This is an optimization exercise on Yosys and OpenROAD, whose aim is small area and a short achievable clock period, not a production implementation. At most, simulation tests tie the RTL to the original design; equivalence was not proved. Function not checked in runs 1 to 4: the RTL went through the layout flow alone.

[flow/flow/run.sh]
#!/bin/bash
set -euo pipefail
export BUFFER_PORTS_ARGS="-buffer_cell sky130_fd_sc_hd__buf_1"
export CTS_ARGS="-sink_clustering_enable -repair_clock_nets -buf_list sky130_fd_sc_hd__clkbuf_8 -sink_clustering_size 10 -dont_use_dummy_load"
bash standard.sh > standard.log 2>&1
[flow/standard.sh]
#!/bin/bash
# synth_recipe.tcl (not shown) runs the flow's synth.tcl, then flattens the netlist and writes it again
# the make line also repeats each setting of config.mk as NAME=value (left out here)
make -C /OpenROAD-flow-scripts/flow DESIGN_CONFIG=/design/flow/config.mk WORK_HOME=/design/flow/orfs CLKGATE_MAP_FILE= SYNTH_SCRIPT=/design/flow/synth_recipe.tcl "${@:-finish}"
[flow/config.mk]
export PLATFORM = sky130hd
export DESIGN_NAME = mdu_param
export DESIGN_NICKNAME = mdu_param
export VERILOG_FILES = /design/flow/design.v
export SDC_FILE = /design/flow/constraint.sdc
export NUM_CORES = 4
export LEC_CHECK = 0
export ABC_AREA = 1
export CAP_MARGIN = 20
export CORE_MARGIN = 2
export CORE_UTILIZATION = 40
export SLEW_MARGIN = 20
[flow/constraint.sdc]
create_clock -name core_clock -period 90.0 [get_ports {clk}]
set_input_delay 18.0000 -clock core_clock [delete_from_list [all_inputs] [get_ports {clk}]]
set_output_delay 18.0000 -clock core_clock [all_outputs]
set_load 0.01 [all_outputs]
[flow/design.v]
module mdu_param #(
    parameter int WIDTH       = 32,
    parameter int MULT_CYCLES = 5,
    parameter int DIV_CYCLES  = 10
) (
    input  logic             clk,
    input  logic             reset,
    input  logic             req,
    input  logic [WIDTH-1:0] in_a,
    input  logic [WIDTH-1:0] in_b,
    input  logic [3:0]       MDUOp,
    input  logic             start,
    output logic [WIDTH-1:0] data_hi,
    output logic [WIDTH-1:0] data_lo,
    output logic             busy
);
    localparam int UW = 36;    
    localparam int NU = 4;     
    localparam logic [3:0] OP_MULT  = 4'd1;
    localparam logic [3:0] OP_MULTU = 4'd2;
    localparam logic [3:0] OP_DIV   = 4'd3;
    localparam logic [3:0] OP_DIVU  = 4'd4;
    localparam logic [3:0] OP_MTHI  = 4'd7;
    localparam logic [3:0] OP_MTLO  = 4'd8;
    localparam logic [3:0] OP_MADD  = 4'd9;
    localparam logic [3:0] OP_MADDU = 4'd10;
    localparam logic [3:0] OP_MSUB  = 4'd11;
    localparam logic [3:0] OP_MSUBU = 4'd12;
    logic [31:0]   hi_q, lo_q;
    logic [3:0]    cnt_q;
    logic          busy_q;
    logic          div_q;      
    logic          sgn_q;      
    logic          msub_q;     
    logic          accum_q;    
    logic          nega_q;     
    logic          negq_q;     
    logic          negb_q;     
    logic [33:0]   a_q;        
    logic [31:0]   q_q;        
    logic          qm1_q;      
    logic [34:0]   acc_q;      
    assign data_hi = hi_q;
    assign data_lo = lo_q;
    assign busy    = busy_q;
    logic op_long, op_div, op_sgn, op_msub, op_accum;
    always_comb begin
        op_long  = 1'b0;
        op_div   = 1'b0;
        op_sgn   = 1'b0;
        op_msub  = 1'b0;
        op_accum = 1'b0;
        case (MDUOp)
            OP_MULT:  begin op_long = 1'b1; op_sgn = 1'b1; end
            OP_MULTU: begin op_long = 1'b1; end
            OP_DIV:   begin op_long = 1'b1; op_div = 1'b1; op_sgn = 1'b1; end
            OP_DIVU:  begin op_long = 1'b1; op_div = 1'b1; end
            OP_MADD:  begin op_long = 1'b1; op_sgn = 1'b1; op_accum = 1'b1; end
            OP_MADDU: begin op_long = 1'b1; op_accum = 1'b1; end
            OP_MSUB:  begin op_long = 1'b1; op_sgn = 1'b1; op_accum = 1'b1; op_msub = 1'b1; end
            OP_MSUBU: begin op_long = 1'b1; op_accum = 1'b1; op_msub = 1'b1; end
            default:  ;
        endcase
    end
    logic accept;
    assign accept = start & op_long & ~busy_q & ~req;
    logic d_first_q;    
    logic d_step_q;     
    logic d_last_q;     
    logic m_last_q;     
    logic negctl_q;     
    logic last;
    logic d_first, d_step, d_last, m_last;
    assign d_first = d_first_q;
    assign d_step  = d_step_q;
    assign d_last  = d_last_q;
    assign m_last  = m_last_q;
    assign last    = d_last_q | m_last_q;
    logic        negctl;
    logic [31:0] q_neg;
    logic [31:0] q_or;      
    assign negctl = negctl_q;
    always_comb begin
        q_or[0] = 1'b0;
        for (int i = 1; i < 32; i++) q_or[i] = q_or[i-1] | q_q[i-1];
    end
    assign q_neg = q_q ^ ({32{negctl}} & q_or);
    function automatic logic [UW-1:0] add_pp(input logic [UW-1:0] x, input logic [UW-1:0] y,
                                            input logic ci);
        logic [UW:0] g, p, gn, pn;
        logic [UW-1:0] h;
        g[0] = ci;
        p[0] = 1'b0;
        for (int i = 0; i < UW; i++) begin
            g[i+1] = x[i] & y[i];
            p[i+1] = x[i] ^ y[i];
            h[i]   = x[i] ^ y[i];
        end
        for (int d = 1; d <= UW; d = d * 2) begin
            gn = g;
            pn = p;
            for (int k = 0; k <= UW; k++) begin
                if ((k & d) != 0) begin
                    gn[k] = g[k] | (p[k] & g[(k / d) * d - 1]);
                    pn[k] = p[k] & p[(k / d) * d - 1];
                end
            end
            g = gn;
            p = pn;
        end
        for (int i = 0; i < UW; i++) add_pp[i] = h[i] ^ g[i];
    endfunction
    logic [UW-1:0] ux   [NU];
    logic [UW-1:0] uy   [NU];
    logic          ucin [NU];
    logic [UW-1:0] us   [NU];
    logic          uacc [NU];    
    logic [32:0]   urem [NU];    
    logic          b_one [NU], b_two [NU], b_neg [NU], b_hi [NU];
    always_comb begin
        for (int k = 0; k < NU; k++) begin
            logic b1, b0, bm;
            b1 = q_q[2*k+1];
            b0 = q_q[2*k];
            bm = (k == 0) ? qm1_q : q_q[2*k-1];
            if (k == 0 && m_last) begin
                b1 = sgn_q & qm1_q;
                b0 = sgn_q & qm1_q;
            end
            b_one[k] = b0 ^ bm;
            b_two[k] = (b1 & ~b0 & ~bm) | (~b1 & b0 & bm);
            b_neg[k] = b1 ^ msub_q;
            b_hi[k]  = 1'b0;
            if (m_last && k != 0) begin
                b_one[k] = 1'b0;
                b_two[k] = 1'b0;
                b_neg[k] = 1'b0;
                b_hi[k]  = (k == 1) & accum_q;
            end
            if (div_q) begin
                b_one[k] = ~d_last | ((k == 0) & (acc_q[34] ^ nega_q));
                b_two[k] = 1'b0;
                b_neg[k] = d_first ? ~negb_q : (d_last & (k == 0) & acc_q[34] & ~nega_q);
            end
        end
    end
    always_comb begin
        for (int k = 0; k < NU; k++) begin
            if (k == 0) begin
                if (d_step)
                    ux[k] = {{(UW-34){acc_q[32]}}, acc_q[32:0], q_q[31] ^ nega_q};
                else
                    ux[k] = {{(UW-35){acc_q[34]}}, acc_q};
            end else begin
                if (d_step)
                    ux[k] = {{(UW-34){urem[k-1][32]}}, urem[k-1], q_q[31-k] ^ nega_q};
                else
                    ux[k] = {{2{us[k-1][UW-1]}}, us[k-1][UW-1:2]};
            end
            if (d_step)
                ucin[k] = (k == 0) ? acc_q[34] : us[k-1][UW-1];
            else
                ucin[k] = b_neg[k] | ((k == 0) & d_last & nega_q);
            for (int i = 0; i < UW; i++) begin
                logic a1, a2;
                a1 = a_q[(i > 33) ? 33 : i];
                a2 = (i == 0) ? 1'b0 : a_q[(i - 1 > 33) ? 33 : i - 1];
                uy[k][i] = ((b_one[k] & a1) | (b_two[k] & a2)) ^ (d_step ? ucin[k] : b_neg[k]);
                if (i < 30) uy[k][i] = uy[k][i] | (b_hi[k] & hi_q[i+2]);
            end
            us[k] = add_pp(ux[k], uy[k], ucin[k]);
            if (k != 0) us[k][UW-1] = us[k][UW-2];
            uacc[k] = us[k][UW-1] ^ ~nega_q;
            urem[k] = us[k][32:0];
        end
    end
    logic        commit;
    logic        bzero;
    assign bzero  = (a_q == 34'd0);
    assign commit = last & ~(div_q & bzero);
    always_ff @(posedge clk) begin
        if (reset) begin
            hi_q      <= 32'd0;
            lo_q      <= 32'd0;
            cnt_q     <= 4'd0;
            busy_q    <= 1'b0;
            d_first_q <= 1'b0;
            d_step_q  <= 1'b0;
            d_last_q  <= 1'b0;
            m_last_q  <= 1'b0;
        end else begin
            d_first_q <= accept & op_div;
            d_step_q  <= busy_q & div_q & (cnt_q >= 4'd3);
            d_last_q  <= busy_q & div_q & (cnt_q == 4'd2);
            m_last_q  <= busy_q & ~div_q & (cnt_q == 4'd2);
            if (busy_q) begin
                cnt_q  <= cnt_q - 4'd1;
                busy_q <= (cnt_q != 4'd1);
            end else if (accept) begin
                cnt_q  <= op_div ? 4'd10 : 4'd5;
                busy_q <= 1'b1;
            end
            if (commit) begin
                hi_q <= {us[1][29:0], us[0][1:0]};
                lo_q <= q_neg;
            end else if (~busy_q & ~req & (MDUOp == OP_MTHI)) begin
                hi_q <= in_a;
            end else if (~busy_q & ~req & (MDUOp == OP_MTLO)) begin
                lo_q <= in_a;
            end
        end
    end
    always_ff @(posedge clk) begin
        if (~busy_q) begin
            div_q    <= ~MDUOp[3] & (MDUOp[2] | (MDUOp[1] & MDUOp[0]));
            sgn_q    <= MDUOp[0];
            msub_q   <= MDUOp[3] & (MDUOp[2] | (MDUOp[1] & MDUOp[0]));
            accum_q  <= MDUOp[3];
            nega_q   <= (MDUOp == OP_DIV) & in_a[31];
            negb_q   <= (MDUOp == OP_DIV) & in_b[31];
            negq_q   <= (MDUOp == OP_DIV) & (in_a[31] ^ in_b[31]);
            negctl_q <= (MDUOp == OP_DIV) & in_a[31];
            a_q      <= {{2{MDUOp[0] & in_b[31]}}, in_b};
            q_q      <= in_a;
            qm1_q    <= 1'b0;
            acc_q    <= MDUOp[3] ? {1'b0, hi_q[1:0], lo_q} : 35'd0;
        end else begin
            negctl_q <= negq_q;
            if (div_q) begin
                if (d_first) begin
                    a_q   <= us[0][33:0];
                    q_q   <= q_neg;
                    acc_q <= {35{nega_q}};
                end else begin
                    q_q   <= {q_q[27:0], uacc[0], uacc[1], uacc[2], uacc[3]};
                    acc_q <= {{2{urem[3][32]}}, urem[3]};
                end
            end else begin
                q_q   <= {us[3][1:0], us[2][1:0], us[1][1:0], us[0][1:0], q_q[31:8]};
                qm1_q <= q_q[7];
                acc_q <= {us[3][UW-1], us[3][UW-1:2]};
            end
        end
    end
endmodule
==> impl_results.md, run 1 <==
- Status: timing/DRC/antenna clean
- DRT Pass-1 Iters: 6
- Clock root buffer: clkbuf_8
- Total number of vias: 19,880
- GPL Wtd Cong: 0.9592
- Input/output buffers: 136
- H-tree depth: 4
- Sequential cell area fraction in the yosys report: 0.2193
- Syn Std Cell Area: 18,620 sq um
- Worst-margin pin slew: 1162 ps
- Synth area leader: dfxtp_1
- Slowest stage delay, CP: 810 ps
- Area of the core: 46,260 sq um
- TritonCTS clock tree: built
- Num CTS Buffers: 17
- EDFF count, synth: 42
- Hold crit path type: reg2reg
- Syn-to-layout area delta: 6.813%
- Row count: 79
- Starting DRC count in detailed routing: 2,090
- Full die area: 48,300 sq um
- CTS resizes: 0
- Multi-input gate area: 12,760 sq um
- Initial Utilization: 0.4026
- Largest net degree at the start of global routing: 85
- Ant diodes: 0
- Wirelength, routed: 75.73 mm
- CP top delay family: simple AND/OR/NAND/NOR gates
- Setup crit start kind: input port
- Routed length per instance: 22.00 um
- Dominant cells by area after synthesis: dfxtp_1 15%, nand2_1 13%, xor2_1 9.6%
- Top cells by count, synth: 662 x nand2_1, 309 x inv_1, 241 x o21ai_0
- Post-synth top area share: 0.1516
- Final slew viol count: 0
- Overflow after GRT: 0
- Nets: 3,070
- Required time of the critical path: 90,460 ps
- CP endpoint kind: flop
- Vias in the first global route: 18,480
- Register area: 4089 sq um
- Share of post-route cells with drive strength above 1: 0.04656
- Final std cells w/o fill: 3,442
- Die W: 219.8 um
- Ratio of final minimum period to clock period: 0.2225
- Cts hold-fix bufs: 0
- Fin crit period: 20,030 ps
- Clock slew at reported path FFs: 100 ps
- WP data arrival: 20,490 ps
- YS warnings: 11
- Unique masters post-synth: 55
- CP Class: in2reg
- Bufs and invs on worst path: 3
- Max Clock Freq: 49.93 MHz
- Max-cap viol count: 0
- Post-layout util: 0.4300
- Final hold vios: 0
- Clock Latency Late Sink: 600 ps
- Post-DP HPWL: 58.25 mm
- ANT nets after route: 0
- Clock sinks: 183
- DRC viols: 0
- Ys async rst share: 0
- Placed cells: 3,425
- Mean Syn Cell Area: 6.692 sq um
- RSZ-0062 raised after global routing: false
- Clk_skew: 33.92 ps
- Slowest cell on crit path: nor4_2
- Via/cell ratio: 5.776
- Worst path cell trace: buf_1, nand2_1, nor4_2, nor2_2, buf_4, inv_1, nor2_1, a221oi_1, nor2_1
- Die H: 219.8 um
- Crit Path Max Fanout: 27
- Mapped Cells: 2,783
- Setup Fix Bufs, Post-CTS: 0
- Final setup violating endpoints: 0
- FF+latch count, synth: 183
- Antenna violations before repair: 4
- Setup Total Neg Slack: 0 ps
- Max_slew headroom: 0.2223
- Post-synth net total: 3,016
- Clock Tree Buf Depth: 2
- Ports: 137
- CP dominant cell by count: nor2_1
- First-pass GRT wire length: 112.6 mm
- Most common cell in the synthesized netlist: nand2_1
- Ys flop type: dfxtp_1
- Global Route Usage Sum: 0.3114
- Fill cells: 4,952
-- cell type report --
class	instances	share of cell area
inverters	350	0.06611
well taps	607	0.03818
repair buffers	165	0.03667
multi-input cells	2120	0.6417
clock buffers	17	0.01176
flip-flops and latches	183	0.2056
-- sequential cells by signal (all words and copies together), names as in the netlist --
signal / cells
qm1_q: 1
busy_q: 1
msub_q: 1
d_first_q: 1
nega_q: 1
negb_q: 1
a_q: 34
hi_q: 32
cnt_q: 4
div_q: 1
lo_q: 32
negctl_q: 1
q_q: 32
acc_q: 35
sgn_q: 1
d_last_q: 1
d_step_q: 1
accum_q: 1
negq_q: 1
m_last_q: 1
-- per-stage QoR --
stage          hold slack [ps]  cell area [sq um]  setup slack [ps]
3_5_place_dp             463.6              19660             69400
2_1_floorplan            421.5              18620             70050
6_report                 480.4              19890             69970
3_3_place_gp             456.3              19660             69490
5_1_grt                  516.4              19890             69750
4_1_cts                  480.3              19890             70030
-- cell usage in the layout, fill, tap and decap left out, drive strengths merged, types with 4 or more instances in the layout --
cell / Yosys / routed
clkbuf: 104 / 18
inv: 324 / 324
o221ai: 17 / 17
nand3: 108 / 108
nor3: 18 / 18
o211ai: 14 / 14
o2111ai: 4 / 4
buf: 26 / 164
o22ai: 155 / 155
a221oi: 12 / 12
mux2i: 14 / 14
or2: 18 / 18
xor2: 205 / 205
dfxtp: 141 / 141
o21bai: 11 / 11
nand4: 16 / 16
edfxtp: 42 / 42
nor4: 10 / 10
nand2: 674 / 674
fa: 24 / 24
clkinv: 26 / 26
xnor2: 56 / 56
ha: 137 / 137
a21o: 8 / 8
o21ai: 267 / 267
a21oi: 164 / 164
a31oi: 9 / 9
nor2: 158 / 158
-- cell families after synthesis --
family	Yosys count	share of synthesized area
adders and majority gates	161	0.1178
buffers and inverters	480	0.09923
AOI/OAI and AO/OA	680	0.2085
muxes	14	0.007525
DFF	183	0.2193
and+or+nand+nor	1004	0.2248
xor gates and xnor gates	261	0.1227
-- worst register-to-register path: cells and delay by family, from the launching register on --
kind / cells / cell delay (ps)
and+or+nand+nor: 51 / 5980
AOI/OAI and AO/OA: 18 / 4420
adders and majority gates: 5 / 2050
buffers and inverters: 4 / 1060
xor gates and xnor gates: 5 / 1020
DFF: 1 / 640
-- final timing paths --
| check | cells after the start | from | endpoint | slack (ps) |
|---|---|---|---|---|
| hold / removal | 2 | negq_q$_DFFE_PN_ | negctl_q$_DFF_P_ | 480 |
| setup / recovery | 9 | MDUOp[0] | hi_q[13]$_SDFFE_PP0P_ | 69970 |
| hold reg to reg | 2 | negq_q$_DFFE_PN_ | negctl_q$_DFF_P_ | 480 |
| setup reg to reg | 83 | nega_q$_DFFE_PN_ | acc_q[32]$_DFF_P_ | 74690 |
-- metal layers --
| layer | global-route usage | vias to the layer above | wire length [um] |
|---|---|---|---|
| met5 | 0 | - | 36 |
| met4 | 0.1159 | 6 | 2698 |
| met3 | 0.06460 | 141 | 7398 |
| met2 | 0.4726 | 978 | 32300 |
| met1 | 0.4327 | 9396 | 33300 |
| li1 | - | 9360 | - |
==> inputs of run 2 (changes only) <==
--- a/flow/design.v
+++ b/flow/design.v
@@ -178,6 +178,9 @@
     logic        bzero;
     assign bzero  = (a_q == 34'd0);
     assign commit = last & ~(div_q & bzero);
+    logic wr_hi, wr_lo;
+    assign wr_hi = ~busy_q & ~req & (MDUOp == OP_MTHI);
+    assign wr_lo = ~busy_q & ~req & (MDUOp == OP_MTLO);
     always_ff @(posedge clk) begin
         if (reset) begin
             hi_q      <= 32'd0;
@@ -200,14 +203,14 @@
                 cnt_q  <= op_div ? 4'd10 : 4'd5;
                 busy_q <= 1'b1;
             end
-            if (commit) begin
+            if (wr_hi)
+                hi_q <= in_a;
+            else if (commit)
                 hi_q <= {us[1][29:0], us[0][1:0]};
+            if (wr_lo)
+                lo_q <= in_a;
+            else if (commit)
                 lo_q <= q_neg;
-            end else if (~busy_q & ~req & (MDUOp == OP_MTHI)) begin
-                hi_q <= in_a;
-            end else if (~busy_q & ~req & (MDUOp == OP_MTLO)) begin
-                lo_q <= in_a;
-            end
         end
     end
     always_ff @(posedge clk) begin
==> flow/flow/run.sh (replaced) <==
#!/bin/bash
set -euo pipefail
export BUFFER_PORTS_ARGS="-buffer_cell sky130_fd_sc_hd__buf_1"
export CTS_ARGS="-sink_clustering_enable -repair_clock_nets -buf_list sky130_fd_sc_hd__clkbuf_16 -dont_use_dummy_load"
bash standard.sh > standard.log 2>&1
--- a/flow/config.mk
+++ b/flow/config.mk
@@ -9,4 +9,4 @@
 export CAP_MARGIN = 20
 export CORE_MARGIN = 2
 export CORE_UTILIZATION = 40
-export SLEW_MARGIN = 20
+export SLEW_MARGIN = 60
==> run 2 against run 1 <==
Wire length down 3.5%. Maximum frequency rose by 0.15%. Hold slack better by 4.2 ps. Area after synthesis down 0.18%. Synthesized cell count down 1.1%. Final cell count is 1.1% lower. Non-clock buffer count increased by 1. Global-route usage shrank 0.86 points. Die area down 0.18%. Via count fell by 0.75%. Critical path depth is the same.
==> impl_results.md, run 2 <==
- Hold crit path type: reg2reg
- DRC viols: 0
- Multi-input gate area: 12,880 sq um
- Syn Std Cell Area: 18,590 sq um
- Syn-to-layout area delta: 7.962%
- Input/output buffers: 136
- Register area: 4089 sq um
- Final slew viol count: 0
- Wirelength, routed: 73.07 mm
- Largest family of logic cells by synthesized area: simple AND/OR/NAND/NOR gates
- Setup crit start kind: input port
- Ys flop type: dfxtp_1
- Num CTS Buffers: 17
- Mean Syn Cell Area: 6.755 sq um
- Slowest cell on crit path: clkinv_2
- Initial Utilization: 0.4079
- FF+latch count, synth: 183
- Via/cell ratio: 5.797
- Global Route Usage Sum: 0.3029
- Slowest stage delay, CP: 480 ps
- Worst path cell trace: buf_1, inv_1, nor3_4, buf_4, inv_1, nand2_2, clkinv_2, a221oi_1, nor2_1
- Max Clock Freq: 50.01 MHz
- Worst-margin pin slew: 592.2 ps
- RSZ-0062 raised after global routing: false
- Post-synth net total: 2,985
- CP Capture Point: lo_q[10]$_SDFFE_PP0P_
- Sequential cell area fraction in the yosys report: 0.2197
- Met3 WL post-DR: 6.898 mm
- Clock slew at reported path FFs: 80 ps
- Setup Fix Bufs, Post-CTS: 0
- Adder-cell share of the synthesized area: 0.1181
- WP data arrival: 20,370 ps
- YS warnings: 11
- Synth Area in Compound Gates: 0.2092
- First-pass GRT wire length: 110.8 mm
- Unique masters post-synth: 57
- H-tree depth: 4
- Mapped Cells: 2,752
- Endpoint of the worst register-to-register path: acc_q[33]$_DFF_P_
- Die W: 219.6 um
- Top cells by count, synth: 756 x nand2_1, 254 x inv_1, 230 x o21ai_0
- Crit Path Max Fanout: 53
- Status: timing/DRC/antenna clean
- TritonCTS clock tree: built
- Final hold vios: 0
- Clk_skew: 29.87 ps
- Clock root buffer: clkbuf_16
- CP endpoint kind: flop
- Share of post-route cells with drive strength above 1: 0.05456
- Clock sinks: 183
- Most common cell after layout, fill and taps aside: nand2_1
- Number of flip-flops in the largest register: 35
- CTS resizes: 0
- Max-cap viol count: 0
- Synth area leader: nand2_1
- Dominant cells by area after synthesis: nand2_1 15%, dfxtp_1 15%, ha_1 9.2%
- WL met2: 31.67 mm
- Starting DRC count in detailed routing: 1,880
- Max Used Layer: met4
- CP Class: in2reg
- Post-DP HPWL: 55.01 mm
- Crit path from: MDUOp[3]
- Met1 WL: 32.35 mm
- Ports: 137
- Row count: 78
- RR Startpoint: div_q$_DFFE_PN_
- Most frequent cells in the layout: 754 x nand2_1, 251 x inv_1, 229 x o21ai_0
- Clock Tree Buf Depth: 2
- Ys async rst share: 0
- Post-synthesis mux area share: 0.004846
- Reg with most FFs: acc_q
- Fill cells: 4,867
- Largest regs: acc_q (35), a_q (34)
- CP dominant cell by count: inv_1
- Cts hold-fix bufs: 0
- Die H: 219.6 um
- Synth Area in XOR/XNOR: 0.1210
- Total number of vias: 19,730
- ANT nets after route: 0
- Worst R2R Setup Slack: 75,100 ps
- Overflow after GRT: 0
- Final setup violating endpoints: 0
- Required time of the critical path: 90,370 ps
- Fin crit period: 20,000 ps
- Ant diodes: 0
- DRT Pass-1 Iters: 6
- Clock Latency Late Sink: 510 ps
- Ratio of final minimum period to clock period: 0.2222
- Post-synth top area share: 0.1527
- Setup Total Neg Slack: 0 ps
- Nets: 3,039
- GPL Wtd Cong: 0.9589
- Max_slew headroom: 0.6048
- Vias in the first global route: 18,660
- R2R cell count: 86
- EDFF count, synth: 42
- Antenna violations before repair: 1
- Area of the core: 45,580 sq um
- Most common cell in the synthesized netlist: nand2_1
- Largest net degree at the start of global routing: 73
- Full die area: 48,210 sq um
- Simple-gate share of the synthesized area: 0.2347
- Routed length per instance: 21.47 um
[run 2: worst min-delay path by stage]
stage | from | endpoint | slack, ps | depth (start not counted)
2_1_floorplan | negq_q$_DFFE_PN_ | negctl_q$_DFF_P_ | 420 | 2
3_3_place_gp | negq_q$_DFFE_PN_ | negctl_q$_DFF_P_ | 450 | 2
3_5_place_dp | negq_q$_DFFE_PN_ | negctl_q$_DFF_P_ | 470 | 2
4_1_cts | negq_q$_DFFE_PN_ | negctl_q$_DFF_P_ | 490 | 2
5_1_grt | negq_q$_DFFE_PN_ | negctl_q$_DFF_P_ | 510 | 2
6_report | negq_q$_DFFE_PN_ | negctl_q$_DFF_P_ | 480 | 2
[run 2: worst max-delay path: cells and delay by family]
family          cells  cell delay, ps
compound gates      1             370
simple gates        3             590
buf+inv             5            1360
[run 2: through the flow]
| stage | instances | setup slack, ps | instance area, sq um | util | hold slack (ps) |
|---|---|---|---|---|---|
| 2_1_floorplan | 2752 | 70050 | 18590 | - | 421.5 |
| 3_3_place_gp | 3386 | 69270 | 19550 | 0.4289 | 449.9 |
| 3_5_place_dp | 3387 | 69700 | 19630 | 0.4307 | 468.3 |
| 4_1_cts | 3404 | 70240 | 20060 | 0.4400 | 489.6 |
| 5_1_grt | 3404 | 69750 | 20070 | 0.4403 | 505.8 |
| 6_report | 3404 | 70000 | 20070 | 0.4403 | 484.7 |
[run 2: final cells by class]
type | instances | share of cell area
multi-input cells | 2134 | 0.6418
flip-flops and latches | 183 | 0.2037
inverters | 304 | 0.05767
repair buffers | 166 | 0.03822
well taps | 600 | 0.03741
clock buffers | 17 | 0.02120
[run 2: metal layers]
metal / GRT usage / vias up
met1: 0.4296 / 9407
met2: 0.4627 / 886
met3: 0.05162 / 122
met4: 0.1025 / 0
li1: - / 9317
met5: 0 / -
[run 2: logic make-up (layout without fill, tap and decap cells)]
| family | Yosys count | count (layout) |
|---|---|---|
| buffers and inverters | 435 | 487 |
| multiplexers | 9 | 9 |
| flip-flops | 183 | 183 |
| adder cells (fa/ha/maj) | 161 | 161 |
| XOR/XNOR | 256 | 256 |
| AND/OR/NAND/NOR | 1038 | 1038 |
| AO/OA/AOI/OAI | 670 | 670 |
==> inputs of run 3 (changes only) <==
--- a/flow/design.v
+++ b/flow/design.v
@@ -40,6 +40,7 @@
     logic [31:0]   q_q;        
     logic          qm1_q;      
     logic [34:0]   acc_q;      
+    logic          zero0_q;    
     assign data_hi = hi_q;
     assign data_lo = lo_q;
     assign busy    = busy_q;
@@ -150,7 +151,7 @@
                 if (d_step)
                     ux[k] = {{(UW-34){acc_q[32]}}, acc_q[32:0], q_q[31] ^ nega_q};
                 else
-                    ux[k] = {{(UW-35){acc_q[34]}}, acc_q};
+                    ux[k] = zero0_q ? '0 : {{(UW-35){acc_q[34]}}, acc_q};
             end else begin
                 if (d_step)
                     ux[k] = {{(UW-34){urem[k-1][32]}}, urem[k-1], q_q[31-k] ^ nega_q};
@@ -226,9 +227,11 @@
             a_q      <= {{2{MDUOp[0] & in_b[31]}}, in_b};
             q_q      <= in_a;
             qm1_q    <= 1'b0;
-            acc_q    <= MDUOp[3] ? {1'b0, hi_q[1:0], lo_q} : 35'd0;
+            acc_q    <= {1'b0, hi_q[1:0], lo_q};
+            zero0_q  <= ~MDUOp[3];
         end else begin
             negctl_q <= negq_q;
+            zero0_q  <= 1'b0;
             if (div_q) begin
                 if (d_first) begin
                     a_q   <= us[0][33:0];
==> run 3 against run 2 <==
Still clean. Final cell count down 0.91%. Design area down 0.18%. Count of clock-buffer cells in the layout unchanged. Global-route usage up 0.40 points. Register-to-register slack worse by 470 ps. Non-clock buffer count up 5. Die area down 0.71%. First-iteration DRC count up 9.4%.
==> impl_results.md, run 3 <==
- Clock Latency Late Sink: 500 ps
- Synth area leader: dfxtp_1
- Status: timing/DRC/antenna clean
- Via/cell ratio: 5.834
- Number of flip-flops in the largest register: 35
- Unique masters post-synth: 55
- Top cells by count, synth: 665 x nand2_1, 293 x inv_1, 222 x xor2_1
- Post-synthesis mux area share: 0.007051
- Worst-margin pin slew: 607.6 ps
- Worst R2R Setup Slack: 74,630 ps
- Max Clock Freq: 50.16 MHz
- Vias in the first global route: 18,520
- Endpoint of the worst register-to-register path: acc_q[31]$_DFF_P_
- Die W: 218.8 um
- Clock root buffer: clkbuf_16
- Ant diodes: 0
- Ratio of final minimum period to clock period: 0.2215
- Max_slew headroom: 0.5940
- Most common cell in the synthesized netlist: nand2_1
- FF+latch count, synth: 184
- Hold path start: negq_q$_DFFE_PN_
- Cts hold-fix bufs: 0
- First-pass GRT wire length: 110.7 mm
- GPL Wtd Cong: 0.9882
- CTS resizes: 0
- Clock sinks: 184
- Fin crit period: 19,940 ps
- Required time of the critical path: 90,350 ps
- Setup crit start kind: input port
- Dominant cells by area after synthesis: dfxtp_1 15%, nand2_1 14%, xor2_1 11%
- H-tree depth: 4
- Fill cells: 4,821
- Most common cell after layout, fill and taps aside: nand2_1
- Input/output buffers: 136
- Post-synth top area share: 0.1540
- Nets: 3,008
- Reg with most FFs: acc_q
- Die H: 218.8 um
- Share of post-route cells with drive strength above 1: 0.05013
- Crit Path Max Fanout: 38
- CP Class: in2reg
- Most frequent cells in the layout: 660 x nand2_1, 288 x inv_1, 222 x xor2_1
- Setup Total Neg Slack: 0 ps
- Antenna violations before repair: 1
- Syn-to-layout area delta: 8.557%
- Starting DRC count in detailed routing: 2,056
- CP endpoint kind: flop
- ANT nets after route: 0
- Ports: 137
- Total number of vias: 19,680
- Final slew viol count: 0
- Full die area: 47,870 sq um
- Simple-gate share of the synthesized area: 0.2149
- Wirelength, routed: 73.96 mm
- Max-cap viol count: 0
- Hold EP: negctl_q$_DFF_P_
- EDFF count, synth: 42
- Adder-cell share of the synthesized area: 0.1189
- Ys async rst share: 0
- Num CTS Buffers: 17
- Placed cells: 3,356
- Mean Syn Cell Area: 6.785 sq um
- Global Route Usage Sum: 0.3069
- Row count: 78
- Setup Fix Bufs, Post-CTS: 0
- TritonCTS clock tree: built
- Area of the core: 45,480 sq um
- DP Worst Slack: 69,650 ps
- Final setup violating endpoints: 0
- RR Startpoint: nega_q$_DFFE_PN_
- Ys flop type: dfxtp_1
- Initial Utilization: 0.4058
- R2R cell count: 85
- Final hold vios: 0
- Worst hold path stage count: 2
- Sequential cell area fraction in the yosys report: 0.2224
- Synth Area in Compound Gates: 0.2198
- Post-DP HPWL: 56.44 mm
- Largest regs: acc_q (35), a_q (34)
- WP data arrival: 20,290 ps
- Clock slew at reported path FFs: 60 ps
- Overflow after GRT: 0
- DRT Pass-1 Iters: 5
- Post-synth net total: 2,953
- Routed length per instance: 21.93 um
- Final std cells w/o fill: 3,373
- DRC viols: 0
- YS warnings: 11
- Hold crit path type: reg2reg
- Clock Tree Buf Depth: 2
- Syn Std Cell Area: 18,450 sq um
- Mapped Cells: 2,720
- Largest family of logic cells by synthesized area: compound AO/OA/AOI/OAI gates
- RSZ-0062 raised after global routing: false
- Setup ws final: 70,060 ps
- Clk_skew: 23.74 ps
- Synth Area in XOR/XNOR: 0.1234
- Largest net degree at the start of global routing: 73
-- run 3: changes by cell type in the layout (fill, tap and decap cells not counted), moves of 8 or more --
cell,previous run,this run
clkinv_1,37,23
o22ai_1,140,170
xnor2_1,62,37
inv_1,251,288
nor2_1,81,94
nand2_1,754,660
nand3_1,85,93
o21ai_0,229,218
xor2_1,193,222
-- run 3: worst max-delay path by stage --
stage	start	endpoint	slack [ps]
after floorplan	req	lo_q[15]$_SDFFE_PP0P_	70280
after global placement	MDUOp[0]	lo_q[9]$_SDFFE_PP0P_	69110
after detailed placement	MDUOp[0]	hi_q[15]$_SDFFE_PP0P_	69650
after CTS	MDUOp[0]	hi_q[15]$_SDFFE_PP0P_	70170
after global routing	MDUOp[0]	hi_q[14]$_SDFFE_PP0P_	69920
final	MDUOp[0]	hi_q[15]$_SDFFE_PP0P_	70060
-- run 3: routing by layer --
layer,GRT usage,vias to the layer above,wire length (um)
li1,-,9254,-
met1,0.4223,9344,32410
met2,0.4795,954,32370
met3,0.04893,126,6462
met4,0.1203,0,2715
met5,0,-,0
-- run 3: critical path, stage by stage --
cell and delay, ps:
buf_1 150, nand2_1 110, nor4_2 210, buf_4 430
inv_1 170, nand2_1 330, inv_2 340, a221oi_1 400
nor2_1 70
-- run 3: per-stage QoR --
stage	hold WS (ps)	util	area, sq um
4_1_cts	471.7	0.4402	20020
3_5_place_dp	458.8	0.4309	19600
2_1_floorplan	421.5	-	18450
3_3_place_gp	441.4	0.4287	19490
5_1_grt	508.2	0.4405	20030
6_report	468.4	0.4405	20030
-- run 3: final cells by class --
class	count	area, sq um	area share
Clock buffer	17	425.4	0.02124
Inverter	320	1212	0.06052
Multi-Input combinational cell	2081	12730	0.6354
Sequential cell	184	4108	0.2050
Tap cell	600	750.7	0.03747
Timing Repair Buffer	171	808.3	0.04035
-- run 3: cells by family after synthesis --
kind of cell	after synthesis
mux	13
compound gates	690
simple gates	957
buf+inv	455
flops	184
xor+xnor	260
fa+ha+maj	161
==> inputs of run 4 (changes only) <==
==> flow/flow/run.sh (replaced) <==
#!/bin/bash
set -euo pipefail
export BUFFER_PORTS_ARGS="-buffer_cell sky130_fd_sc_hd__buf_1"
export CTS_ARGS="-sink_clustering_enable -repair_clock_nets -buf_list sky130_fd_sc_hd__clkbuf_8 -sink_buffer_max_cap_derate 0.5 -dont_use_dummy_load"
bash standard.sh > standard.log 2>&1
==> run 4 against run 3 <==
Hold slack improved by 3.6 ps. Critical path type unchanged. First-iteration DRC count fell by 5.6%. Critical endpoint unchanged. Area after synthesis is the same. Highest routed layer unchanged. Clock skew is 16 ps higher. Still clean.
==> impl_results.md, run 4 <==
- Synth area leader: dfxtp_1
- Worst-margin pin slew: 611.5 ps
- DRT Pass-1 Iters: 6
- Most frequent cells in the layout: 660 x nand2_1, 288 x inv_1, 222 x xor2_1
- Worst R2R Setup Slack: 74,700 ps
- Post-layout util: 0.4364
- Final setup violating endpoints: 0
- TritonCTS clock tree: built
- Top cells by count, synth: 665 x nand2_1, 293 x inv_1, 222 x xor2_1
- Setup Fix Bufs, Post-CTS: 0
- Via/cell ratio: 5.847
- Setup Total Neg Slack: 0 ps
- Routed length per instance: 21.93 um
- YS warnings: 11
- Share of post-route cells with drive strength above 1: 0.05013
- Crit Path Max Fanout: 38
- H-tree depth: 4
- Starting DRC count in detailed routing: 1,941
- Row count: 78
- Input/output buffers: 136
- Max_slew headroom: 0.5914
- Clk_skew: 39.85 ps
- Status: timing/DRC/antenna clean
- CP endpoint kind: flop
- FF+latch count, synth: 184
- Die H: 218.8 um
- Worst hold path stage count: 2
- Max Clock Freq: 50.30 MHz
- Die W: 218.8 um
- Syn-to-layout area delta: 7.546%
- Crit path from: MDUOp[0]
- Most common cell in the synthesized netlist: nand2_1
- Cts hold-fix bufs: 0
- Hold EP: negctl_q$_DFF_P_
- Vias in the first global route: 18,500
- CTS resizes: 0
- Hold crit path type: reg2reg
- Overflow after GRT: 0
- First-pass GRT wire length: 110.7 mm
- Post-DP HPWL: 56.44 mm
- Area of the core: 45,480 sq um
- EDFF count, synth: 42
- Reg with most FFs: acc_q
- Number of flip-flops in the largest register: 35
- Unique masters post-synth: 55
- WP data arrival: 20,310 ps
- R2R cell count: 85
- Largest regs: acc_q (35), a_q (34)
- Final slew viol count: 0
- Fin crit period: 19,880 ps
- Required time of the critical path: 90,430 ps
- Post-synth net total: 2,953
- Post-synth top area share: 0.1540
- Final instance area: 19,850 sq um
- Nets: 3,008
- Wirelength, routed: 73.96 mm
- Dominant cells by area after synthesis: dfxtp_1 15%, nand2_1 14%, xor2_1 11%
- Full die area: 47,870 sq um
- Ant diodes: 0
- RSZ-0062 raised after global routing: false
- Global Route Usage Sum: 0.3072
- RR Startpoint: nega_q$_DFFE_PN_
- ANT nets after route: 0
- CP Class: in2reg
- DRC viols: 0
- Clock Latency Late Sink: 580 ps
- Mean Syn Cell Area: 6.785 sq um
- Largest net degree at the start of global routing: 73
- Ports: 137
- Placed instance area: 19,600 sq um
- Total number of vias: 19,720
- Final hold vios: 0
- Sequential cell area fraction in the yosys report: 0.2224
- Fill cells: 4,834
- Initial Utilization: 0.4058
- Clock Tree Buf Depth: 2
- Mapped Cells: 2,720
- Syn Std Cell Area: 18,450 sq um
- GPL Wtd Cong: 0.9882
- Ys flop type: dfxtp_1
- Clock slew at reported path FFs: 90 ps
- Max-cap viol count: 0
- Setup crit start kind: input port
- Endpoint of the worst register-to-register path: acc_q[31]$_DFF_P_
- Clock root buffer: clkbuf_8
- Antenna violations before repair: 1
- Ratio of final minimum period to clock period: 0.2209
- Clock sinks: 184
- Most common cell after layout, fill and taps aside: nand2_1
- Ys async rst share: 0
- Hold path start: negq_q$_DFFE_PN_
- Num CTS Buffers: 17
## run 4: metrics by stage
step	std cells	hold WS, ps	worst slack [ps]
6_report	3373	472.0	70120
5_1_grt	3373	512.8	70020
4_1_cts	3373	476.0	70260
3_5_place_dp	3356	458.8	69650
3_3_place_gp	3353	441.4	69110
2_1_floorplan	2720	421.5	70280
## run 4: kinds of logic (layout without fill, tap and decap cells)
| group | after synthesis | in the layout | synth area share |
|---|---|---|---|
| buf+inv | 455 | 508 | 0.09356 |
| simple gates | 957 | 957 | 0.2149 |
| compound gates | 690 | 690 | 0.2198 |
| mux | 13 | 13 | 0.007051 |
| flops | 184 | 184 | 0.2224 |
| xor+xnor | 260 | 260 | 0.1234 |
| fa+ha+maj | 161 | 161 | 0.1189 |
## run 4: routing by layer
metal | GRT usage | vias to the layer above | wire length, um
met4 | 0.1230 | 0 | 2786
met1 | 0.4230 | 9436 | 32520
met5 | 0 | - | 0
met2 | 0.4777 | 923 | 32280
li1 | - | 9243 | -
met3 | 0.04990 | 121 | 6373
## run 4: worst max-delay path, stage by stage
cell and delay (ps):
buf_1 150, nand2_1 110, nor4_2 210, buf_4 430, inv_1 180, nand2_1 340, inv_2 350, a221oi_1 410
nor2_1 70
## run 4: worst max-delay path by stage
| stage | end | cells after the start | slack [ps] |
|---|---|---|---|
| floorplan | lo_q[15]$_SDFFE_PP0P_ | 9 | 70280 |
| global placement | lo_q[9]$_SDFFE_PP0P_ | 10 | 69110 |
| detailed placement | hi_q[15]$_SDFFE_PP0P_ | 9 | 69650 |
| CTS | hi_q[15]$_SDFFE_PP0P_ | 9 | 70260 |
| global route | hi_q[14]$_SDFFE_PP0P_ | 9 | 70020 |
| finish | hi_q[15]$_SDFFE_PP0P_ | 9 | 70120 |
## run 4: layout make-up
cell class | instances | area, sq um | share of cell area
Multi-Input combinational cell | 2081 | 12730 | 0.6416
Sequential cell | 184 | 4108 | 0.2070
Inverter | 320 | 1212 | 0.06109
Timing Repair Buffer | 171 | 808.3 | 0.04073
Tap cell | 600 | 750.7 | 0.03783
Clock buffer | 17 | 234.0 | 0.01179
==> inputs of run 5 (changes only) <==
--- a/flow/design.v
+++ b/flow/design.v
@@ -184,8 +184,6 @@
     assign wr_lo = ~busy_q & ~req & (MDUOp == OP_MTLO);
     always_ff @(posedge clk) begin
         if (reset) begin
-            hi_q      <= 32'd0;
-            lo_q      <= 32'd0;
             cnt_q     <= 4'd0;
             busy_q    <= 1'b0;
             d_first_q <= 1'b0;
@@ -204,15 +202,17 @@
                 cnt_q  <= op_div ? 4'd10 : 4'd5;
                 busy_q <= 1'b1;
             end
-            if (wr_hi)
-                hi_q <= in_a;
-            else if (commit)
-                hi_q <= {us[1][29:0], us[0][1:0]};
-            if (wr_lo)
-                lo_q <= in_a;
-            else if (commit)
-                lo_q <= q_neg;
-        end
+        end
+    end
+    logic        hi_en, lo_en;
+    logic [31:0] hi_nx, lo_nx;
+    assign hi_en = reset | wr_hi | commit;
+    assign lo_en = reset | wr_lo | commit;
+    assign hi_nx = reset ? 32'd0 : (busy_q ? {us[1][29:0], us[0][1:0]} : in_a);
+    assign lo_nx = reset ? 32'd0 : (busy_q ? q_neg : in_a);
+    always_ff @(posedge clk) begin
+        if (hi_en) hi_q <= hi_nx;
+        if (lo_en) lo_q <= lo_nx;
     end
     always_ff @(posedge clk) begin
         if (~busy_q) begin
==> run 5 against run 4 <==
Still clean on timing, DRC and antenna. Maximum frequency increased by 3.3%. Setup slack better by 630 ps. Final cell count decreased by 3.9%. Register-to-register slack improved by 600 ps. First-iteration DRC count decreased by 4.8%. Sequential share of layout area is 3.2 points higher. Critical path depth is 8 lower. Wire length shrank 5.0%. Sequential cell count unchanged. Utilization increased by 0.12 points. Highest routed layer unchanged.
==> impl_results.md, run 5 <==
- Status: timing/DRC/antenna clean
- Fill cells: 4,843
- Overflow after GRT: 0
- Nets: 2,877
- RSZ-0062 raised after global routing: false
- Largest regs: acc_q (35), a_q (34)
- Input/output buffers: 136
- Endpoint of the worst register-to-register path: acc_q[33]$_DFF_P_
- Global Route Usage Sum: 0.2942
- WP data arrival: 1250 ps
- Post-DP HPWL: 52.77 mm
- Setup Total Neg Slack: 0 ps
- Mapped Cells: 2,581
- Final slew viol count: 0
- Clock Tree Buf Depth: 2
- Wirelength, routed: 70.28 mm
- Ys async rst share: 0
- Full die area: 47,970 sq um
- DP Worst Slack: 70,360 ps
- Ys flop type: edfxtp_1
- Required time of the critical path: 72,000 ps
- Unique masters post-synth: 59
- DRC viols: 0
- Reg with most FFs: acc_q
- CP top delay family: flip-flops
- Ratio of final minimum period to clock period: 0.2139
- CP endpoint kind: output port
- Top cells by count, synth: 575 x nand2_1, 287 x inv_1, 225 x xor2_1
- Hold crit path type: reg2reg
- Most frequent cells in the layout: 573 x nand2_1, 283 x inv_1, 223 x xor2_1
- Via/cell ratio: 5.751
- Dominant cells by area after synthesis: edfxtp_1 17%, nand2_1 12%, xor2_1 11%
- Most common cell in the synthesized netlist: nand2_1
- Setup crit start kind: flop
- Fin crit period: 19,250 ps
- Initial Utilization: 0.4067
- Clock slew at reported path FFs: 100 ps
- Most common cell after layout, fill and taps aside: nand2_1
- Antenna violations before repair: 1
- Final hold vios: 0
- Post-synth top area share: 0.1721
- Row count: 78
- Vias in the first global route: 17,810
- RR Startpoint: d_first_q$_SDFF_PP0_
- Worst R2R Setup Slack: 75,300 ps
- Syn-to-layout area delta: 7.618%
- Max-cap viol count: 0
- Worst-margin pin slew: 587.8 ps
- First-pass GRT wire length: 107.2 mm
- Clock root buffer: clkbuf_8
- Total number of vias: 18,650
- Crit path from: hi_q[19]$_SDFFCE_PP0P_
- Max_slew headroom: 0.6053
- Share of post-route cells with drive strength above 1: 0.05791
- Placed instance area: 19,660 sq um
- CP Class: reg2out
- Max Clock Freq: 51.94 MHz
- Die W: 219.0 um
- Placed cells: 3,225
- Number of flip-flops in the largest register: 35
- CP Capture Point: data_hi[19]
- Routed length per instance: 21.67 um
- Slowest cell on crit path: edfxtp_1
- Clock Latency Late Sink: 540 ps
- Die H: 219.0 um
- Starting DRC count in detailed routing: 1,848
- Worst path cell trace: buf_1
- Crit Path Max Fanout: 2
- H-tree depth: 4
- Final std cells w/o fill: 3,243
- Mean Syn Cell Area: 7.165 sq um
- Post-synth net total: 2,814
- EDFF count, synth: 106
- Setup Fix Bufs, Post-CTS: 0
- Area of the core: 45,480 sq um
- Syn Std Cell Area: 18,490 sq um
- Critical path depth in cells: 1
- DRT Pass-1 Iters: 6
- ANT nets after route: 0
- Synth area leader: edfxtp_1
- Num CTS Buffers: 17
- Setup ws final: 70,750 ps
- Final setup violating endpoints: 0
- FF+latch count, synth: 184
- R2R cell count: 89
- Final hold slack: 527.3 ps
- Cts hold-fix bufs: 0
- GPL Wtd Cong: 0.9484
- TritonCTS clock tree: built
- Clk_skew: 32.35 ps
- YS warnings: 11
- Ports: 137
- Largest net degree at the start of global routing: 83
- CTS resizes: 0
- Final instance area: 19,900 sq um
- Bufs and invs on worst path: 1
- Sequential cell area fraction in the yosys report: 0.2565
- Clock sinks: 184
- Slowest stage delay, CP: 540 ps
==> run 5: cell types whose count changed after synthesis, moves of 21 or more <==
cell,delta
a21oi_1,+36
a31oi_1,-32
dfxtp_1,-64
edfxtp_1,+64
nand2_1,-90
nor2_1,-23
or2_2,+21
==> run 5: final cells by class <==
| cell class | count | area (sq um) | share of cell area |
|---|---|---|---|
| antenna | 1 | 2.502 | 0.0001257 |
| clock buffer | 17 | 234.0 | 0.01176 |
| inverter | 331 | 1257 | 0.06318 |
| multi-input combinational | 1945 | 12140 | 0.6100 |
| sequential | 184 | 4751 | 0.2387 |
| tap | 600 | 750.7 | 0.03772 |
| timing repair buffer | 165 | 765.7 | 0.03847 |
==> run 5: kinds of logic (layout without fill, tap and decap cells) <==
logic type / count (synthesis) / in the layout / synth area share
flip-flops: 184 / 184 / 0.2565
AO/OA/AOI/OAI: 663 / 663 / 0.2053
buffers and inverters: 452 / 513 / 0.09269
AND/OR/NAND/NOR: 845 / 845 / 0.1953
adder cells (fa/ha/maj): 161 / 161 / 0.1187
other: 0 / 1 / 0
multiplexers: 12 / 12 / 0.006495
XOR/XNOR: 264 / 264 / 0.1250
==> run 5: tightest hold or removal path: stages, from the launching register on <==
cell and delay (ps):
edfxtp_1 350, nand2_1 70, o21ai_0 80
==> run 5: worst min path at each step <==
stage / from / endpoint / slack (ps) / cells past startpoint
4_1_cts: q_q[15]$_DFF_P_ / q_q[19]$_DFF_P_ / 510 / 2
6_report: negq_q$_DFFE_PN_ / negctl_q$_DFF_P_ / 530 / 2
2_1_floorplan: negq_q$_DFFE_PN_ / negctl_q$_DFF_P_ / 420 / 2
5_1_grt: q_q[19]$_DFF_P_ / q_q[23]$_DFF_P_ / 530 / 2
3_5_place_dp: negq_q$_DFFE_PN_ / negctl_q$_DFF_P_ / 490 / 2
3_3_place_gp: negq_q$_DFFE_PN_ / negctl_q$_DFF_P_ / 470 / 2
==> run 5: through the flow <==
stage,utilization
final,0.4376
after global routing,0.4376
after CTS,0.4375
after detailed placement,0.4324
after global placement,0.4302
after floorplan,-
==> run 5: layer usage <==
layer	vias up	part of all wire	wire (um)	track usage
li1	8781	-	-	-
met1	8890	0.44	30740	0.4126
met2	871	0.44	31080	0.4589
met3	109	0.092	6500	0.04768
met4	0	0.028	1952	0.09752
met5	-	0	0	0
==> inputs of run 6 (changes only) <==
--- a/flow/config.mk
+++ b/flow/config.mk
@@ -9,4 +9,4 @@
 export CAP_MARGIN = 20
 export CORE_MARGIN = 2
 export CORE_UTILIZATION = 40
-export SLEW_MARGIN = 60
+export SLEW_MARGIN = 20
==> run 6 against run 5 <==
Still clean on timing, DRC and antenna. Design area shrank 0.49%. Via count grew 0.26%. Wire length grew 0.25%. Die area is the same. Area after synthesis is the same. Final cell count is essentially flat. Utilization shrank 0.21 points. Critical endpoint is now hi_q[15]$_SDFFCE_PP0P_.
==> impl_results.md, run 6 <==
- DP Worst Slack: 69,920 ps
- Mapped Cells: 2,581
- Clk_skew: 32.06 ps
- Fill cells: 4,810
- Reg with most FFs: acc_q
- Total number of vias: 18,700
- Unique masters post-synth: 59
- Cts hold-fix bufs: 0
- Max Clock Freq: 51.16 MHz
- Vias in the first global route: 17,680
- Hold crit path type: reg2reg
- Clock root buffer: clkbuf_8
- Starting DRC count in detailed routing: 1,941
- Die H: 219.0 um
- Syn-to-layout area delta: 7.090%
- Clock sinks: 184
- Crit Path Max Fanout: 73
- EDFF count, synth: 106
- Setup ws final: 70,450 ps
- CP Class: in2reg
- Clock Latency Late Sink: 530 ps
- Initial Utilization: 0.4067
- Top cells by count, synth: 575 x nand2_1, 287 x inv_1, 225 x xor2_1
- Largest net degree at the start of global routing: 83
- WP data arrival: 19,750 ps
- Setup Total Neg Slack: 0 ps
- Wirelength, routed: 70.45 mm
- Max_slew headroom: 0.2432
- Most frequent cells in the layout: 573 x nand2_1, 285 x inv_1, 225 x xor2_1
- Nets: 2,876
- Ports: 137
- FF+latch count, synth: 184
- RSZ-0062 raised after global routing: false
- Post-DP HPWL: 52.71 mm
- Setup Fix Bufs, Post-CTS: 0
- Global Route Usage Sum: 0.2921
- First-pass GRT wire length: 106.3 mm
- R2R cell count: 87
- Row count: 78
- YS warnings: 11
- DRT Pass-1 Iters: 6
- Worst-margin pin slew: 1134 ps
- Post-synth top area share: 0.1721
- Full die area: 47,970 sq um
- DRC viols: 0
- GPL Wtd Cong: 0.9484
- Synth area leader: edfxtp_1
- Sequential cell area fraction in the yosys report: 0.2565
- Worst hold path stage count: 2
- Fin crit period: 19,550 ps
- Dominant cells by area after synthesis: edfxtp_1 17%, nand2_1 12%, xor2_1 11%
- Register area: 4750 sq um
- Largest regs: acc_q (35), a_q (34)
- Status: timing/DRC/antenna clean
- Most common cell after layout, fill and taps aside: nand2_1
- Syn Std Cell Area: 18,490 sq um
- CP endpoint kind: flop
- Ys flop type: edfxtp_1
- Final setup violating endpoints: 0
- Multi-input gate area: 12,100 sq um
- Required time of the critical path: 90,210 ps
- Area of the core: 45,480 sq um
- Most common cell in the synthesized netlist: nand2_1
- Clock Tree Buf Depth: 2
- Via/cell ratio: 5.768
- ANT nets after route: 0
- Worst R2R Setup Slack: 74,550 ps
- Post-synth net total: 2,814
- Overflow after GRT: 0
- Routed length per instance: 21.73 um
- TritonCTS clock tree: built
- Die W: 219.0 um
- Max-cap viol count: 0
- Clock slew at reported path FFs: 90 ps
- Share of post-route cells with drive strength above 1: 0.05415
- Setup crit start kind: input port
- Ratio of final minimum period to clock period: 0.2172
- Mean Syn Cell Area: 7.165 sq um
- Ys async rst share: 0
- Number of flip-flops in the largest register: 35
- Input/output buffers: 136
- Final slew viol count: 0
- Antenna violations before repair: 1
- H-tree depth: 4
- CTS resizes: 0
- Num CTS Buffers: 17
- Final hold vios: 0
run 6: layout make-up:
cell class	count	share of cell area
multi-input combinational	1945	0.6109
sequential	184	0.2398
inverter	331	0.06299
tap	600	0.03791
timing repair buffer	164	0.03645
clock buffer	17	0.01181
antenna	1	0.0001264
run 6: worst max-delay path, stage by stage:
cell and delay, ps:
clkbuf_2 70, buf_4 670, nor2_1 250, o21ai_4 310
buf_4 410
run 6: cell families (layout without fill, tap and decap cells):
group / Yosys count / after routing / share of synthesized area
AOI/OAI and AO/OA: 663 / 663 / 0.2053
xor gates and xnor gates: 264 / 264 / 0.1250
adders and majority gates: 161 / 161 / 0.1187
buffers and inverters: 452 / 512 / 0.09269
DFF: 184 / 184 / 0.2565
muxes: 12 / 12 / 0.006495
other: 0 / 1 / 0
and+or+nand+nor: 845 / 845 / 0.1953
run 6: through the flow:
| stage | instances | hold slack, ps | instance area, sq um | utilization |
|---|---|---|---|---|
| 2_1_floorplan | 2581 | 421.5 | 18490 | - |
| 3_3_place_gp | 3224 | 473.8 | 19570 | 0.4302 |
| 5_1_grt | 3241 | 546.1 | 19800 | 0.4354 |
| 4_1_cts | 3241 | 513.7 | 19800 | 0.4354 |
| 3_5_place_dp | 3224 | 478.3 | 19570 | 0.4302 |
| 6_report | 3242 | 516.7 | 19810 | 0.4355 |
run 6: worst paths after layout:
kind | startpoint | endpoint
hold / removal | q_q[15]$_DFF_P_ | q_q[19]$_DFF_P_
setup / recovery | reset | hi_q[15]$_SDFFCE_PP0P_
setup reg to reg | d_first_q$_SDFF_PP0_ | acc_q[30]$_DFF_P_
hold reg to reg | q_q[15]$_DFF_P_ | q_q[19]$_DFF_P_
run 6: per-layer routing:
layer	vias up	track usage	wire length (um)
met3	115	0.05184	6405
met2	885	0.4610	31390
met5	-	0	0
met4	0	0.08559	1692
met1	8912	0.4066	30970
li1	8788	-	-
==> inputs of run 7 (changes only) <==
--- a/flow/design.v
+++ b/flow/design.v
@@ -208,8 +208,12 @@
     logic [31:0] hi_nx, lo_nx;
     assign hi_en = reset | wr_hi | commit;
     assign lo_en = reset | wr_lo | commit;
-    assign hi_nx = reset ? 32'd0 : (busy_q ? {us[1][29:0], us[0][1:0]} : in_a);
-    assign lo_nx = reset ? 32'd0 : (busy_q ? q_neg : in_a);
+    logic [31:0] in_a_z;
+    logic        take_r;
+    assign in_a_z = in_a & {32{~reset}};
+    assign take_r = busy_q & ~reset;
+    assign hi_nx  = take_r ? {us[1][29:0], us[0][1:0]} : in_a_z;
+    assign lo_nx  = take_r ? q_neg : in_a_z;
     always_ff @(posedge clk) begin
         if (hi_en) hi_q <= hi_nx;
         if (lo_en) lo_q <= lo_nx;
--- a/flow/config.mk
+++ b/flow/config.mk
@@ -9,4 +9,4 @@
 export CAP_MARGIN = 20
 export CORE_MARGIN = 2
 export CORE_UTILIZATION = 40
-export SLEW_MARGIN = 20
+export SLEW_MARGIN = 60
==> run 7 against run 6 <==
Still clean. First-iteration DRC count increased by 2.4%. Critical path depth decreased by 4. Global-route usage increased by 0.94 points. Setup slack improved by 190 ps. Synthesized cell count decreased by 4.2%. Maximum frequency increased by 0.97%. Critical endpoint is now data_hi[10].
==> impl_results.md, run 7 <==
- Required time of the critical path: 72,000 ps
- Setup ws final: 70,640 ps
- Total number of vias: 18,430
- Hold path start: negq_q$_DFFE_PN_
- Clock root buffer: clkbuf_8
- Crit Path Max Fanout: 2
- FF+latch count, synth: 184
- Fin crit period: 19,360 ps
- Share of post-route cells with drive strength above 1: 0.05319
- Most common cell after layout, fill and taps aside: nand2_1
- Input/output buffers: 136
- Largest net degree at the start of global routing: 74
- Syn-to-layout area delta: 8.446%
- WP data arrival: 1360 ps
- YS warnings: 11
- Row count: 78
- CTS resizes: 0
- Slowest cell on crit path: edfxtp_1
- Grt met1 use: 0.4270
- Reg with most FFs: acc_q
- Worst hold path stage count: 2
- Status: timing/DRC/antenna clean
- Dominant cells by area after synthesis: edfxtp_1 18%, nand2_1 10%, ha_1 9.4%
- Most frequent cells in the layout: 485 x nand2_1, 286 x inv_1, 245 x o21ai_0
- Clock Tree Buf Depth: 2
- Starting DRC count in detailed routing: 1,988
- Top cells by count, synth: 486 x nand2_1, 291 x inv_1, 246 x o21ai_0
- Die H: 217.2 um
- Clock slew at reported path FFs: 120 ps
- RSZ-0062 raised after global routing: false
- Ratio of final minimum period to clock period: 0.2151
- Max-cap viol count: 0
- Global Route Usage Sum: 0.3014
- Ports: 137
- DRC viols: 0
- H-tree depth: 4
- Num CTS Buffers: 17
- Worst-margin pin slew: 658.3 ps
- Via/cell ratio: 5.864
- Max_slew headroom: 0.5596
- Ys async rst share: 0
- Initial Utilization: 0.4031
- Unique masters post-synth: 57
- Setup Fix Bufs, Post-CTS: 0
- Worst path cell trace: buf_1
- DRT Pass-1 Iters: 8
- Critical path depth in cells: 1
- Max Clock Freq: 51.66 MHz
- Ys flop type: edfxtp_1
- Largest regs: acc_q (35), a_q (34)
- CP top delay family: flip-flops
- Number of flip-flops in the largest register: 35
- Final setup violating endpoints: 0
- EDFF count, synth: 106
- GR Util met2: 0.4568
- Mapped Cells: 2,473
- ANT nets after route: 0
- Syn Std Cell Area: 18,180 sq um
- GPL Wtd Cong: 0.9535
- Endpoint of the worst register-to-register path: acc_q[32]$_DFF_P_
- Slowest stage delay, CP: 570 ps
- Setup crit start kind: flop
- R2R cell count: 86
- Post-DP HPWL: 54.51 mm
- Die W: 217.2 um
- Wirelength, routed: 71.48 mm
- Cts hold-fix bufs: 0
- Mean Syn Cell Area: 7.350 sq um
- Vias in the first global route: 17,640
- Clk_skew: 55.69 ps
- Most used routing layer: met2
- Area of the core: 45,090 sq um
- Post-synth net total: 2,706
- Hold crit path type: reg2reg
- Clock Latency Late Sink: 590 ps
- Bufs and invs on worst path: 1
- DP Worst Slack: 70,160 ps
- GR Layer Usage met3: 0.05828
- CP endpoint kind: output port
- Post-layout util: 0.4372
- Routed length per instance: 22.75 um
- TritonCTS clock tree: built
- Hold EP: negctl_q$_DFF_P_
- CP Class: reg2out
- Nets: 2,773
- Full die area: 47,160 sq um
- Final hold vios: 0
- First-pass GRT wire length: 106.9 mm
- Antenna violations before repair: 4
- Synth area leader: edfxtp_1
- Sequential cell area fraction in the yosys report: 0.2610
- Final slew viol count: 0
- Overflow after GRT: 0
- Most common cell in the synthesized netlist: nand2_1
- Clock sinks: 184
- Worst R2R Setup Slack: 75,240 ps
- Post-synth top area share: 0.1751
- RR Startpoint: d_first_q$_SDFF_PP0_
- Setup Total Neg Slack: 0 ps
==> run 7: cell count changes after synthesis, sizes merged, moves of 10 or more <==
cell / change
o21ai: +35
nand3: +25
xor2: -34
o2111ai: -11
nor2: +21
xnor2: +36
a21oi: -75
nand2: -85
or2: -28
nand4: -10
a221oi: +22
clkinv: -33
==> run 7: layout make-up <==
| cell class | count | area (sq um) |
|---|---|---|
| repair buffers | 166 | 769.5 |
| well taps | 600 | 750.7 |
| clock buffers | 17 | 234.0 |
| inverters | 298 | 1136 |
| fillers | 4747 | 25380 |
| multi-input cells | 1873 | 12060 |
| diodes | 4 | 10.01 |
| flip-flops and latches | 184 | 4748 |
==> run 7: routing by layer <==
layer,wire (um),vias up
li1,-,8566
met2,30240,890
met5,0,-
met3,7429,122
met1,31390,8848
met4,2419,0
==> run 7: per-stage QoR <==
| stage | instances | instance area [sq um] | hold slack, ps |
|---|---|---|---|
| 6_report | 3142 | 19710 | 505.1 |
| 3_5_place_dp | 3120 | 19450 | 480.6 |
| 2_1_floorplan | 2473 | 18180 | 421.5 |
| 4_1_cts | 3137 | 19690 | 506.0 |
| 3_3_place_gp | 3120 | 19270 | 470.0 |
| 5_1_grt | 3139 | 19700 | 522.4 |
==> run 7: cells by family after synthesis <==
| kind of cell | after synthesis | synth area share |
|---|---|---|
| muxes | 19 | 0.01046 |
| and+or+nand+nor | 771 | 0.1799 |
| DFF | 184 | 0.2610 |
| buffers and inverters | 416 | 0.08694 |
| xor gates and xnor gates | 266 | 0.1282 |
| AOI/OAI and AO/OA | 656 | 0.2128 |
| adders and majority gates | 161 | 0.1207 |
==> run 7: worst max-delay path by stage <==
| stage | from | endpoint |
|---|---|---|
| 6_report | hi_q[10]$_DFFE_PP_ | data_hi[10] |
| 3_3_place_gp | reset | hi_q[24]$_DFFE_PP_ |
| 4_1_cts | hi_q[9]$_DFFE_PP_ | data_hi[9] |
| 5_1_grt | hi_q[8]$_DFFE_PP_ | data_hi[8] |
| 3_5_place_dp | reset | hi_q[26]$_DFFE_PP_ |
| 2_1_floorplan | req | hi_q[0]$_DFFE_PP_ |

-- re-timing with driven ports --
How much do the figures lean on ideal ports? The routed layouts below were timed once more, with nothing changed but the port constraints.
Step 1: set_driving_cell puts a clkbuf_16 on clk and a buf_2 on each other input, an assumption about the parent block.
Step 2 times the ports against the registers' clock, not the clock port: input delays grow and output delays shrink by t, the midpoint of the rising clock arrivals with the driver on.
Slacks: ideal ports / drivers / drivers and shift; pairs: ideal ports / drivers.
run | t, ns | setup WS [ns] | worst setup path after step 2
run 1 | 0.637 | 69.972 / 70.004 / 69.367 | input to register
run 2 | 0.546 | 70.002 / 70.032 / 69.486 | input to register
run 3 | 0.542 | 70.063 / 70.098 / 69.556 | input to register
run 4 | 0.612 | 70.118 / 70.150 / 69.538 | input to register
run 5 | 0.578 | 70.748 / 70.694 / 70.339 | input to register
run 6 | 0.572 | 70.454 / 70.486 / 69.914 | input to register
run 7 | 0.615 | 70.642 / 70.587 / 70.134 | input to register
After both steps setup and hold are still met in every run listed. The setup slack of run 1, which loses most, moves by +0.032 ns with the drivers and by -0.605 ns with both steps.
